What follows belongs to an exercise in optimizing a design on an open flow for small area; a production flow would make more cautious choices.
Only simulation tests tie the RTL to the original design; equivalence was not proved.

## job 101
==> flow/design.v <==
package xdma_pkg;
  localparam int unsigned XdmaAddrWidth = 64;
  localparam logic [1:0] AxiBurstFixed = 2'b00;
  localparam logic [1:0] AxiBurstIncr  = 2'b01;
  localparam logic [1:0] AxiBurstWrap  = 2'b10;
  localparam logic [1:0] AxiRespOkay   = 2'b00;
  localparam logic [1:0] AxiRespExokay = 2'b01;
  localparam logic [1:0] AxiRespSlverr = 2'b10;
  localparam logic [1:0] AxiRespDecerr = 2'b11;
  typedef struct packed {
    logic [XdmaAddrWidth-1:0] addr;
    logic [7:0]               len;
  } ar_desc_t;
  typedef struct packed {
    logic [7:0] len;
    logic       last;
  } r_desc_t;
  function automatic logic [2:0] axi_size(input int unsigned data_width);
    axi_size = $clog2(data_width / 8);
  endfunction
endpackage
module fifo_v3 #(
  parameter int unsigned DEPTH = 4,
  parameter int unsigned WIDTH = 1
) (
  input  logic clk_i,
  input  logic rst_ni,
  output logic full_o,
  output logic empty_o,
  input  logic [WIDTH-1:0] data_i,
  input  logic push_i,
  output logic [WIDTH-1:0] data_o,
  input  logic pop_i
);
  localparam int unsigned AddrW = (DEPTH > 1) ? $clog2(DEPTH) : 1;
  localparam int unsigned CntW  = $clog2(DEPTH + 1);
  logic [WIDTH-1:0] mem_q [DEPTH];
  logic [WIDTH-1:0] mem_d [DEPTH];
  logic [AddrW-1:0] wr_ptr_q, wr_ptr_d;
  logic [AddrW-1:0] rd_ptr_q, rd_ptr_d;
  logic [CntW-1:0]  cnt_q, cnt_d;
  logic             do_push, do_pop;
  assign full_o  = (cnt_q == CntW'(DEPTH));
  assign empty_o = (cnt_q == '0);
  assign do_push = push_i && !full_o;
  assign do_pop  = pop_i && !empty_o;
  assign data_o  = mem_q[rd_ptr_q];
  always_comb begin
    for (int unsigned i = 0; i < DEPTH; i++) mem_d[i] = mem_q[i];
    wr_ptr_d = wr_ptr_q;
    rd_ptr_d = rd_ptr_q;
    cnt_d    = cnt_q;
    if (do_push) begin
      mem_d[wr_ptr_q] = data_i;
      wr_ptr_d = (wr_ptr_q == AddrW'(DEPTH - 1)) ? '0 : wr_ptr_q + AddrW'(1);
    end
    if (do_pop) begin
      rd_ptr_d = (rd_ptr_q == AddrW'(DEPTH - 1)) ? '0 : rd_ptr_q + AddrW'(1);
    end
    case ({do_push, do_pop})
      2'b10:   cnt_d = cnt_q + CntW'(1);
      2'b01:   cnt_d = cnt_q - CntW'(1);
      default: cnt_d = cnt_q;
    endcase
  end
  always_ff @(posedge clk_i or negedge rst_ni) begin
    if (!rst_ni) begin
      for (int unsigned i = 0; i < DEPTH; i++) mem_q[i] <= '0;
      wr_ptr_q <= '0;
      rd_ptr_q <= '0;
      cnt_q    <= '0;
    end else begin
      for (int unsigned i = 0; i < DEPTH; i++) mem_q[i] <= mem_d[i];
      wr_ptr_q <= wr_ptr_d;
      rd_ptr_q <= rd_ptr_d;
      cnt_q    <= cnt_d;
    end
  end
endmodule
module xdma_read_skid_buffer #(
  parameter int unsigned DataWidth = 512
) (
  input  logic                 clk_i,
  input  logic                 rst_ni,
  input  logic [DataWidth-1:0] in_data_i,
  input  logic                 in_tag_i,
  input  logic                 in_valid_i,
  output logic                 full_o,
  output logic [DataWidth-1:0] out_data_o,
  output logic                 out_tag_o,
  output logic                 out_valid_o,
  input  logic                 out_ready_i
);
  logic [DataWidth-1:0] data_q [2];
  logic [DataWidth-1:0] data_d [2];
  logic [1:0]           tag_q, tag_d;
  logic                 wr_ptr_q, wr_ptr_d;
  logic                 rd_ptr_q, rd_ptr_d;
  logic [1:0]           count_q, count_d;
  logic                 push, pop;
  assign full_o      = (count_q == 2'd2);
  assign out_valid_o = (count_q != 2'd0);
  assign out_data_o  = data_q[rd_ptr_q];
  assign out_tag_o   = tag_q[rd_ptr_q];
  assign push        = in_valid_i && !full_o;
  assign pop         = out_valid_o && out_ready_i;
  always_comb begin
    data_d[0] = data_q[0];
    data_d[1] = data_q[1];
    tag_d    = tag_q;
    wr_ptr_d = wr_ptr_q;
    rd_ptr_d = rd_ptr_q;
    count_d  = count_q;
    if (push) begin
      data_d[wr_ptr_q] = in_data_i;
      tag_d[wr_ptr_q]  = in_tag_i;
      wr_ptr_d         = !wr_ptr_q;
    end
    if (pop) begin
      rd_ptr_d = !rd_ptr_q;
    end
    case ({push, pop})
      2'b10:   count_d = count_q + 2'd1;
      2'b01:   count_d = count_q - 2'd1;
      default: count_d = count_q;
    endcase
  end
  always_ff @(posedge clk_i or negedge rst_ni) begin
    if (!rst_ni) begin
      data_q[0] <= '0;
      data_q[1] <= '0;
      tag_q    <= '0;
      wr_ptr_q <= 1'b0;
      rd_ptr_q <= 1'b0;
      count_q  <= 2'd0;
    end else begin
      data_q[0] <= data_d[0];
      data_q[1] <= data_d[1];
      tag_q    <= tag_d;
      wr_ptr_q <= wr_ptr_d;
      rd_ptr_q <= rd_ptr_d;
      count_q  <= count_d;
    end
  end
endmodule
module xdma_read_data_mover #(
  parameter int unsigned DataWidth    = 512,
  parameter int unsigned AddrWidth    = 48,
  parameter int unsigned AxiIdWidth   = 4,
  parameter int unsigned ReqFifoDepth = 4
) (
  input  logic                  clk_i,
  input  logic                  rst_ni,
  input  logic [AddrWidth-1:0]  rd_addr_i,
  input  logic [7:0]            rd_len_i,
  input  logic                  rd_last_i,
  input  logic                  rd_valid_i,
  output logic                  rd_ready_o,
  output logic [AxiIdWidth-1:0] ar_id_o,
  output logic [AddrWidth-1:0]  ar_addr_o,
  output logic [7:0]            ar_len_o,
  output logic [2:0]            ar_size_o,
  output logic [1:0]            ar_burst_o,
  output logic                  ar_valid_o,
  input  logic                  ar_ready_i,
  input  logic [DataWidth-1:0]  r_data_i,
  input  logic [1:0]            r_resp_i,
  input  logic                  r_last_i,
  input  logic                  r_valid_i,
  output logic                  r_ready_o,
  output logic [DataWidth-1:0]  data_o,
  output logic                  data_valid_o,
  input  logic                  data_ready_i,
  output logic                  trans_complete_o,
  output logic                  error_o
);
  localparam logic [2:0] ArSize = xdma_pkg::axi_size(DataWidth);
  logic [AddrWidth-1:0] slot_addr_q [4];
  logic [7:0]           slot_len_q  [4];
  logic                 slot_last_q [4];
  logic [2:0]           wp_q, ap_q, rp_q;
  logic                 full, ar_empty, r_empty;
  logic                 req_accept, ar_pop, r_hs, last_beat, r_done;
  logic [7:0]           r_len;
  logic                 r_last_desc;
  logic [7:0]           beat_cnt_q;
  assign full       = (wp_q[1:0] == rp_q[1:0]) && (wp_q[2] != rp_q[2]);
  assign r_empty    = (wp_q == rp_q);
  assign ar_empty   = (wp_q == ap_q);
  assign rd_ready_o = !full;
  assign req_accept = rd_valid_i && !full;
  always_ff @(posedge clk_i) begin
    for (int i = 0; i < 4; i++) begin
      if (!full && (wp_q[1:0] == 2'(i))) begin
        slot_addr_q[i] <= rd_addr_i;
        slot_len_q[i]  <= rd_len_i;
        slot_last_q[i] <= rd_last_i;
      end
    end
  end
  assign ar_id_o    = '0;
  assign ar_addr_o  = slot_addr_q[ap_q[1:0]];
  assign ar_len_o   = slot_len_q[ap_q[1:0]];
  assign ar_size_o  = ArSize;
  assign ar_burst_o = xdma_pkg::AxiBurstIncr;
  assign ar_valid_o = !ar_empty;
  assign ar_pop     = !ar_empty && ar_ready_i;
  logic [DataWidth-1:0] head_q, tail_q;
  logic                 head_tag_q, tail_tag_q;
  logic                 valid_q, two_q;
  logic                 pop, in_tag, ld_in, ld_tail;
  assign r_len       = slot_len_q[rp_q[1:0]];
  assign r_last_desc = slot_last_q[rp_q[1:0]];
  assign last_beat   = (beat_cnt_q == r_len);
  assign in_tag      = r_last_desc && last_beat;
  assign r_ready_o = !r_empty && !two_q;
  assign r_hs      = r_valid_i && r_ready_o;
  assign r_done    = r_hs && last_beat;
  assign data_valid_o = valid_q;
  assign data_o       = head_q;
  assign pop          = valid_q && data_ready_i;
  assign ld_tail = two_q && pop;
  assign ld_in   = !two_q && (!valid_q || pop);
  logic                 hold;
  logic [DataWidth-1:0] head_d;
  logic                 head_tag_d;
  assign hold       = !(ld_in || ld_tail);
  assign head_d     = ({DataWidth{ld_in}} & r_data_i) | ({DataWidth{ld_tail}} & tail_q) |
                      ({DataWidth{hold}} & head_q);
  assign head_tag_d = (ld_in & in_tag) | (ld_tail & tail_tag_q) | (hold & head_tag_q);
  always_ff @(posedge clk_i) begin
    if (!two_q) begin
      tail_q     <= r_data_i;
      tail_tag_q <= in_tag;
    end
    head_q     <= head_d;
    head_tag_q <= head_tag_d;
  end
  always_ff @(posedge clk_i or negedge rst_ni) begin
    if (!rst_ni) begin
      wp_q             <= 3'd0;
      ap_q             <= 3'd0;
      rp_q             <= 3'd0;
      beat_cnt_q       <= 8'd0;
      valid_q          <= 1'b0;
      two_q            <= 1'b0;
      error_o          <= 1'b0;
      trans_complete_o <= 1'b0;
    end else begin
      if (req_accept) wp_q <= wp_q + 3'd1;
      if (ar_pop)     ap_q <= ap_q + 3'd1;
      if (r_done)     rp_q <= rp_q + 3'd1;
      if (r_hs) begin
        beat_cnt_q <= last_beat ? 8'd0 : beat_cnt_q + 8'd1;
        if (r_resp_i[1] || (r_last_i != last_beat)) error_o <= 1'b1;
      end
      if (r_hs && !pop) begin
        valid_q <= 1'b1;
        two_q   <= valid_q;
      end else if (pop && !r_hs) begin
        valid_q <= two_q;
        two_q   <= 1'b0;
      end
      trans_complete_o <= pop && head_tag_q;
    end
  end
endmodule
==> flow/config.mk <==
export PLATFORM = sky130hd
export DESIGN_NAME = xdma_read_data_mover
export DESIGN_NICKNAME = xdma_read_data_mover
export VERILOG_FILES = /design/flow/design.v
export SDC_FILE = /design/flow/constraint.sdc
export NUM_CORES = 4
export LEC_CHECK = 0
export ABC_AREA = 1
export CAP_MARGIN = 20
export CORE_MARGIN = 2
export CORE_UTILIZATION = 40
export CTS_CLUSTER_DIAMETER = 100
export CTS_CLUSTER_SIZE = 25
export SLEW_MARGIN = 20
==> flow/constraint.sdc <==
create_clock -name core_clock -period 5.0 [get_ports {clk_i}]
set_input_delay 1.0000 -clock core_clock [delete_from_list [all_inputs] [get_ports {clk_i}]]
set_output_delay 1.0000 -clock core_clock [all_outputs]
set_load 0.01 [all_outputs]
standard.sh (not shown) runs the stock make flow with config.mk's settings and CLKGATE_MAP_FILE= SYNTH_SCRIPT=/design/flow/synth_recipe.tcl, a recipe that flattens the netlist after the stock synthesis.
==> flow/flow/run.sh <==
#!/bin/bash
# Standard layout with two changes:
#  - the port buffers buffer_ports inserts are the smallest buffer
#    (sky130_fd_sc_hd__buf_1) rather than the cell it picks by default;
#    repair_design still resizes any that need more drive;
#  - after floorplanning, OpenROAD's restructure re-maps the combinational
#    logic for area (flow/restructure.tcl).
set -euo pipefail
bash standard.sh "BUFFER_PORTS_ARGS=-buffer_cell sky130_fd_sc_hd__buf_1" \
  "POST_FLOORPLAN_TCL=$PWD/flow/restructure.tcl" finish > standard_flow.log 2>&1
==> flow/flow/restructure.tcl <==
# POST_FLOORPLAN hook: area-oriented re-mapping of the combinational logic
# (registers are left as synthesis made them).
report_design_area
restructure -target area \
  -liberty_file [lindex $::env(LIB_FILES) 0] \
  -tielo_port sky130_fd_sc_hd__conb_1/LO \
  -tiehi_port sky130_fd_sc_hd__conb_1/HI \
  -work_dir $::env(OBJECTS_DIR) \
  -abc_logfile $::env(LOG_DIR)/2_1_restructure_abc.log
report_design_area
Per the final summary, job 101 finished and its layout is clean on timing, DRC and antenna.
#### Input delta (job 102 over job 101)
--- a/flow/design.v
+++ b/flow/design.v
@@ -179,12 +179,14 @@
   logic [7:0]           slot_len_q  [4];
   logic                 slot_last_q [4];
   logic [2:0]           wp_q, ap_q, rp_q;
-  logic                 full, ar_empty, r_empty;
+  logic                 full, ar_full, r_full, ar_empty, r_empty;
   logic                 req_accept, ar_pop, r_hs, last_beat, r_done;
   logic [7:0]           r_len;
   logic                 r_last_desc;
   logic [7:0]           beat_cnt_q;
-  assign full       = (wp_q[1:0] == rp_q[1:0]) && (wp_q[2] != rp_q[2]);
+  assign r_full     = (wp_q[1:0] == rp_q[1:0]) && (wp_q[2] != rp_q[2]);
+  assign ar_full    = (wp_q[1:0] == ap_q[1:0]) && (wp_q[2] != ap_q[2]);
+  assign full       = r_full || ar_full;
   assign r_empty    = (wp_q == rp_q);
   assign ar_empty   = (wp_q == ap_q);
   assign rd_ready_o = !full;
Notes after the runs:
Per the comparison of job 102 with job 101, worst max-slew margin expressed relative to the limit now larger; inserted tap cell count has remained practically unchanged; count of non-CTS buffers in the layout decreased by 10 relative to the old numbers; utilization barely changed.
Cmp job 102 vs job 101: worst voltage drop across the vdd grid higher in job 102
First-iteration DRC count was lower in job 101 than in job 102.
Cell count delta (job 102 -> job 101): insignificant
Clock-buffer cell count, job 102 and job 101: lower on job 101
Looking at minimum period implied by the final worst setup slack, job 102 sits below job 101.
The lower routed wire length on met3 came out of job 101.
Number of nets in the final layout across job 102 and job 101: no real change.
Job 102 does worse than job 101 on first-pass GRT wire length.
Job 101 and job 102 ended up with roughly the same area fraction in compound gates after synthesis.
Job 102 completed end to end with timing, DRC and antenna clean.

[afterwards: timing with drivers on the ports]
Ports are ideal in the flow. The routed layouts listed here were re-timed in OpenROAD.
Step 1 assumes that a clkbuf_16 drives the clock port and a buf_2 every other input.
Step 2 also shifts input and output timing later by t, the mid clock arrival at the registers, as if the neighbouring blocks saw the same clock.
a / b / c = ideal ports / drivers / drivers and shift; a / b = the first two.
run | t, ns | slack for setup (ns) | worst data-port slew with drivers (ns) | cell pins on the clock port's net
job 101 | 0.772 | 0.979 / 0.903 / 1.675 | 0.27 | 1
job 102 | 0.756 | 0.983 / 0.907 / 1.412 | 0.31 | 1
After both steps setup and hold are still met in every run listed.
